What follows belongs to an exercise in optimizing a design on an open flow for small area; a production flow would make more cautious choices.
The RTL was checked by simulation tests, not by an equivalence proof against the original design.
Power and IR drop assume default switching activity.

==> flow/design.v <==
`default_nettype none
module memcpy_job_queue #(
  parameter int ADDR_WIDTH     = 64,
  parameter int DEPTH_LOG2     = 2,
  parameter int DONE_GUARD     = 2,
  parameter int TIMEOUT_CYCLES = 1048576
) (
  input  logic                  clk,
  input  logic                  rst,
  input  logic                  job_valid,
  output logic                  job_ready,
  input  logic [ADDR_WIDTH-1:0] job_src_addr,
  input  logic [ADDR_WIDTH-1:0] job_tgt_addr,
  input  logic [63:0]           job_len,
  input  logic [7:0]            job_tag,
  output logic [ADDR_WIDTH-1:0] memcpy_src_addr,
  output logic [ADDR_WIDTH-1:0] memcpy_tgt_addr,
  output logic [63:0]           memcpy_len,
  output logic                  memcpy_start,
  input  logic                  memcpy_done,
  output logic                  cmpl_valid,
  input  logic                  cmpl_ready,
  output logic [7:0]            cmpl_tag,
  output logic [1:0]            cmpl_status,
  output logic [DEPTH_LOG2:0]   queue_level,
  output logic                  busy,
  output logic [31:0]           cmpl_count
);
  localparam int                DEPTH      = 1 << DEPTH_LOG2;
  localparam logic [DEPTH_LOG2:0] FULL_LEVEL = (DEPTH_LOG2+1)'(DEPTH);
  localparam logic [3:0]        GUARD_LAST = 4'(DONE_GUARD - 1);
  localparam logic [1:0] ST_OK      = 2'b00;
  localparam logic [1:0] ST_ZERO    = 2'b01;
  localparam logic [1:0] ST_TIMEOUT = 2'b10;
  typedef enum logic [2:0] {
    S_IDLE      = 3'd0,
    S_LAUNCH    = 3'd1,
    S_ARM       = 3'd2,
    S_WAIT_DONE = 3'd3,
    S_COMPLETE  = 3'd4
  } state_t;
  state_t state, state_next;
  logic [ADDR_WIDTH-1:0] fifo_src [DEPTH];
  logic [ADDR_WIDTH-1:0] fifo_tgt [DEPTH];
  logic [63:0]           fifo_len [DEPTH];
  logic [7:0]            fifo_tag [DEPTH];
  logic [DEPTH_LOG2-1:0] wr_ptr, rd_ptr;
  logic [DEPTH_LOG2:0]   level_next;
  logic                  push, pop;
  logic [63:0] job_len_q;
  logic [7:0]  job_tag_q;
  logic [3:0]  guard_cnt;
  logic        guard_done;
  logic        timeout;
  logic [1:0]  status_next;
  assign push       = job_valid & job_ready;
  assign pop        = (state == S_IDLE) && (queue_level != '0);
  assign level_next = queue_level + (DEPTH_LOG2+1)'(push) - (DEPTH_LOG2+1)'(pop);
  assign guard_done = (guard_cnt == GUARD_LAST);
  assign cmpl_valid = (state == S_COMPLETE);
  assign busy       = (state != S_IDLE) || (queue_level != '0);
  always_ff @(posedge clk) begin
    if (rst) begin
      for (int i = 0; i < DEPTH; i++) begin
        fifo_src[i] <= '0;
        fifo_tgt[i] <= '0;
        fifo_len[i] <= '0;
        fifo_tag[i] <= '0;
      end
      wr_ptr          <= '0;
      rd_ptr          <= '0;
      queue_level     <= '0;
      job_ready       <= 1'b0;
      job_len_q       <= '0;
      job_tag_q       <= '0;
      memcpy_src_addr <= '0;
      memcpy_tgt_addr <= '0;
      memcpy_len      <= '0;
    end else begin
      if (push) begin
        fifo_src[wr_ptr] <= job_src_addr;
        fifo_tgt[wr_ptr] <= job_tgt_addr;
        fifo_len[wr_ptr] <= job_len;
        fifo_tag[wr_ptr] <= job_tag;
        wr_ptr           <= wr_ptr + DEPTH_LOG2'(1);
      end
      if (pop) begin
        job_len_q <= fifo_len[rd_ptr];
        job_tag_q <= fifo_tag[rd_ptr];
        if (fifo_len[rd_ptr] != '0) begin
          memcpy_src_addr <= fifo_src[rd_ptr];
          memcpy_tgt_addr <= fifo_tgt[rd_ptr];
          memcpy_len      <= fifo_len[rd_ptr];
        end
        rd_ptr <= rd_ptr + DEPTH_LOG2'(1);
      end
      queue_level <= level_next;
      job_ready   <= (level_next != FULL_LEVEL);
    end
  end
  localparam int TO_W = $clog2(TIMEOUT_CYCLES + 1);
  logic [TO_W-1:0] to_cnt;
  logic            to_active;
  assign to_active = (state == S_ARM) || (state == S_WAIT_DONE);
  assign timeout   = to_active && (to_cnt == TO_W'(TIMEOUT_CYCLES - 1));
  always_ff @(posedge clk) begin
    if (rst || state == S_LAUNCH) begin
      to_cnt <= '0;
    end else if (to_active && !timeout) begin
      to_cnt <= to_cnt + TO_W'(1);
    end
  end
  always_ff @(posedge clk) begin
    if (rst) begin
      state <= S_IDLE;
    end else begin
      state <= state_next;
    end
  end
  always_comb begin
    state_next   = state;
    status_next  = cmpl_status;
    memcpy_start = 1'b0;
    case (state)
      S_IDLE: begin
        if (pop) state_next = S_LAUNCH;
      end
      S_LAUNCH: begin
        if (job_len_q == '0) begin
          status_next = ST_ZERO;
          state_next  = S_COMPLETE;
        end else begin
          memcpy_start = 1'b1;
          state_next   = S_ARM;
        end
      end
      S_ARM: begin
        if (timeout) begin
          status_next = ST_TIMEOUT;
          state_next  = S_COMPLETE;
        end else if (guard_done) begin
          state_next = S_WAIT_DONE;
        end
      end
      S_WAIT_DONE: begin
        if (memcpy_done) begin
          status_next = ST_OK;
          state_next  = S_COMPLETE;
        end else if (timeout) begin
          status_next = ST_TIMEOUT;
          state_next  = S_COMPLETE;
        end
      end
      S_COMPLETE: begin
        if (cmpl_ready) state_next = S_IDLE;
      end
      default: state_next = S_IDLE;
    endcase
  end
  always_ff @(posedge clk) begin
    if (rst) begin
      guard_cnt   <= '0;
      cmpl_tag    <= '0;
      cmpl_status <= '0;
      cmpl_count  <= '0;
    end else begin
      if (state == S_LAUNCH) begin
        guard_cnt <= '0;
      end else if (state == S_ARM) begin
        guard_cnt <= guard_cnt + 4'd1;
      end
      if (state_next == S_COMPLETE && state != S_COMPLETE) begin
        cmpl_tag    <= job_tag_q;
        cmpl_status <= status_next;
      end
      if (cmpl_valid && cmpl_ready) begin
        cmpl_count <= cmpl_count + 32'd1;
      end
    end
  end
endmodule
`default_nettype wire
==> flow/run.sh <==
#!/bin/bash
# synth_recipe.tcl (not shown) runs the flow's synth.tcl, then flattens the netlist and writes it again
# the make line also repeats each setting of config.mk as NAME=value (left out here)
make -C /OpenROAD-flow-scripts/flow DESIGN_CONFIG=/design/flow/config.mk WORK_HOME=/design/flow/orfs CLKGATE_MAP_FILE= SYNTH_SCRIPT=/design/flow/synth_recipe.tcl finish
==> flow/config.mk <==
export PLATFORM = sky130hd
export DESIGN_NAME = memcpy_job_queue
export DESIGN_NICKNAME = memcpy_job_queue
export VERILOG_FILES = /design/flow/design.v
export SDC_FILE = /design/flow/constraint.sdc
export NUM_CORES = 4
export LEC_CHECK = 0
export CAP_MARGIN = 20
export CORE_MARGIN = 2
export CORE_UTILIZATION = 40
export SLEW_MARGIN = 20
==> flow/constraint.sdc <==
create_clock -name core_clock -period 5.0 [get_ports {clk}]
set_input_delay 1.0000 -clock core_clock [delete_from_list [all_inputs] [get_ports {clk}]]
set_output_delay 1.0000 -clock core_clock [all_outputs]
set_load 0.01 [all_outputs]
==> run notes <==
## cell usage in the layout, fill, tap and decap left out, types with 12 or more instances in the layout
cell / instances
mux4_2: 200
nand3_1: 209
o21ai_0: 197
clkbuf_8: 19
xnor2_1: 25
edfxtp_1: 800
a22o_1: 64
clkbuf_1: 33
clkinv_2: 21
nor2_1: 469
nand2b_1: 18
dfxtp_1: 340
inv_1: 206
a21oi_1: 214
and2_1: 203
clkdlybuf4s50_1: 444
buf_4: 35
nand4_1: 22
xor2_1: 28
clkinv_1: 12
clkbuf_16: 120
nand2_1: 241
nor4_1: 44
buf_12: 32
## routing by layer
metal,wire length (um),vias up,GRT usage (%)
met4,2570,32,5.25
met1,55100,15300,28.8
met2,64500,972,36.3
met5,211,-,0
li1,-,13800,-
met3,8980,182,4.77
## per-stage QoR
stage               setup WS (ns)  TNS, ns  cell area, sq um
floorplan                   -1.89  -755.93             46600
global placement             1.01        0             52800
detailed placement          0.968        0             52800
CTS                         0.946        0             56800
global route                0.750        0             56800
finish                      0.836        0             56900
## layout make-up
cell class	instances	share of cell area, %
sequential	1144	54.4
multi-input combinational	2012	24.3
timing repair buffer	512	9.43
clock buffer	174	5.98
tap	1524	3.35
inverter	207	1.38
clock inverter	56	1.11
antenna	5	0.0220
## flip-flops by register name (all words and copies together), names as in the netlist, named ones only
signal and count:
fifo_tgt 256, cmpl_tag 8, memcpy_tgt_addr 64, to_cnt 21, memcpy_src_addr 64, queue_level 3
job_ready 1, job_tag_q 8, wr_ptr 2, job_len_q 64, cmpl_count 32, guard_cnt 4
state 3, fifo_len 256, memcpy_len 64, fifo_tag 32, fifo_src 256, cmpl_status 2
rd_ptr 2
## worst register-to-register path: stages (launching register included)
cell     delay (ns)
dfxtp_4        0.50
buf_4          0.33
mux4_2         0.66
nor4_1         0.61
nand4_1        0.29
or4_4          0.85
buf_12         0.31
nand3_1        0.35
a21oi_1        0.08
## cells by family (layout without fill, tap and decap cells)
kind of cell	count (synthesis)	count (layout)	share of synthesized area [%]
compound gates	486	486	5.80
xor+xnor	53	53	0.997
buf+inv	481	949	4.15
fa+ha+maj	7	7	0.204
other cells	0	5	0
mux	210	210	9.89
simple gates	1256	1256	12.6
flops	1144	1144	66.4
## power groups by stage
stage                     clock, W  sequential [W]  combinational [W]
after floorplan                  0          0.0125            0.00443
after global routing       0.00961          0.0126            0.00849
final                      0.00907          0.0124            0.00795
after detailed placement         0          0.0126            0.00801
after CTS                  0.00923          0.0124            0.00804
after global placement           0          0.0126            0.00797
## how the worst max path moves through the flow
stage                     cells past startpoint  slack (ns)                   to       from
after global placement                        8        1.01       memcpy_len[34]  flip-flop
after CTS                                     8        0.95  memcpy_src_addr[61]  flip-flop
after detailed placement                      8        0.97  memcpy_tgt_addr[58]  flip-flop
final                                         8        0.84   memcpy_tgt_addr[9]  flip-flop
after global routing                          8        0.75  memcpy_tgt_addr[41]  flip-flop
after floorplan                               2       -1.89       fifo_len[1][0]  job_valid
==> flow_summary.json <==
{
  "globalplace.congestion": 0.782,
  "whs_ns": 0.456,
  "rows": 125,
  "cts.repair.resized": 0,
  "drc": 0,
  "path_max_fanout": 77,
  "pwr-share-comb_pct": 27.0,
  "tightest_slew_ns": 1.11,
  "crit_buf_inv": 2,
  "cts_buffers": 120,
  "slew_viol_final": 0,
  "area_delta_synth_final_pct": 22.1,
  "peakVddDrop_mv": 0.672,
  "cp-start-kind": "flip-flop",
  "syn_inst": 3637,
  "ys_seq_area_share_pct": 66.4,
  "slowest_delay_ns": 0.85,
  "clock_path_buffers": 3,
  "crit_type": "flip-flop to flip-flop",
  "design.core.area_sq_um": 116000,
  "min_path_type": "flip-flop to flip-flop",
  "clkPwrFrac_pct": 30.8,
  "fin_util_pct": 49.1,
  "r2r_slack_ns": 0.84,
  "synth.distinct_cells": 46,
  "synth_edf_count": 800,
  "yosysMostFrequentCell": "edfxtp_1",
  "synth.area.top_cells": "edfxtp_1 52%, dfxtp_1 15%, mux4_2 9.7%, nor2_1 3.8%, and2_1 2.7%",
  "num_vias": 30200,
  "die_area_sq_um": 119000,
  "dp_cells": 5399,
  "pin_count": 446,
  "status": "timing/DRC/antenna clean",
  "die_w_um": 345,
  "grt_setup_unrepaired": "false",
  "switching_share_pct": 31.6,
  "async_flop_share_pct": 0,
  "synth_seq_cells": 1144,
  "p_int_w": 0.0201,
  "clk_latency_ns": 0.73,
  "timing.fmax_mhz": 240,
  "period_share_pct": 83.3,
  "cts.sinks": 1144,
  "crit_slowest_cell": "or4_4",
  "yosys-top-cells-count": "800 x edfxtp_1, 471 x nor2_1, 344 x dfxtp_1, 241 x nand2_1, 215 x a21oi_1",
  "hold_depth": 2,
  "cellLeakagePower_nw": 20.8,
  "synth_area_per_cell_sq_um": 12.8,
  "via_per_inst": 5.36,
  "synth_area_sq_um": 46500,
  "die_h_um": 345,
  "required_ns": 5.54,
  "grt_max_degree": 153,
  "min_to": "job_tag_q[5]",
  "ys.flop_type": "edfxtp_1",
  "path_cells": "buf_4 > mux4_2 > nor4_1 > nand4_1 > or4_4 > buf_12 > nand3_1 > a21oi_1",
  "finalCriticalPeriod_ns": 4.16,
  "r2r_end": "memcpy_tgt_addr[9]",
  "drt_wl_total_um": 131000,
  "setup_viol": 0,
  "worst_r2r_path_depth": 8,
  "initial_core_util_pct": 40.2,
  "p_seq_share_pct": 42.2,
  "cts_tree": "built",
  "synth_top_area_share_pct": 51.6,
  "instances_no_fill": 5634,
  "path_clk_slew_ns": 0.06,
  "ctsHoldBuffers": 0,
  "postRouteAntennaNets": 0,
  "fin_skew_ns": 0.0376,
  "dp_hpwl_um": 75700,
  "io_buffer_count": 445,
  "yosys_warnings": 1,
  "syn_nets": 3849,
  "power_w": 0.0294,
  "yosys.area.top_type": "edfxtp_1",
  "final-seq-area_sq_um": 30900,
  "track_usage_pct": 21.7,
  "layout-drive-gt1-share_pct": 11.6,
  "antenna_found_initial": 20,
  "crit_family": "simple AND/OR/NAND/NOR gates",
  "grt_pass1_wl_um": 196000,
  "grt_pass1_vias": 30300,
  "grt-ovfl-total": 0,
  "p_per_area_nw_per_um2": 518,
  "first_pass_iters": 5,
  "switchingPower_w": 0.00930,
  "hold_viol_final": 0,
  "hp-start": "job_tag_q[5]",
  "cap_violations": 0,
  "wl_per_cell_um": 23.3,
  "drt_iter0_markers": 2446,
  "timing.slew.headroom_pct": 26.0,
  "fill_cells": 10100,
  "layout.nets": 4209,
  "h-tree-depth": 3,
  "cp.arrival_ns": 4.70,
  "postCtsSetupBuffers": 0,
  "end_kind": "flip-flop",
  "multi_input_area_sq_um": 13800,
  "clockRootBuffer": "clkbuf_16"
}

-- port drivers added, routing unchanged --
No port has a modelled driver above. Below, the same layout with a new extraction and two added sets of constraints.
Step 1 sets driving cells, clkbuf_16 on the clock port and buf_2 on the other inputs (assumed; they add their load-dependent delay and slew).
Step 2 times the ports against the registers' clock, not the clock port: input delays grow and output delays shrink by t, the midpoint of the rising clock arrivals with the driver on.
a / b / c = ideal / step 1 / step 2; a / b = the first two.
t (ns): 0.778
setup WS [ns]: 0.836 / 0.836 / 0.836
slew at the worst register clock pin (ns): 0.07 / 0.07
After both steps this run still meets setup and hold. The setup slack of this run moves by 0.000 ns with the drivers and by 0.000 ns with both steps.
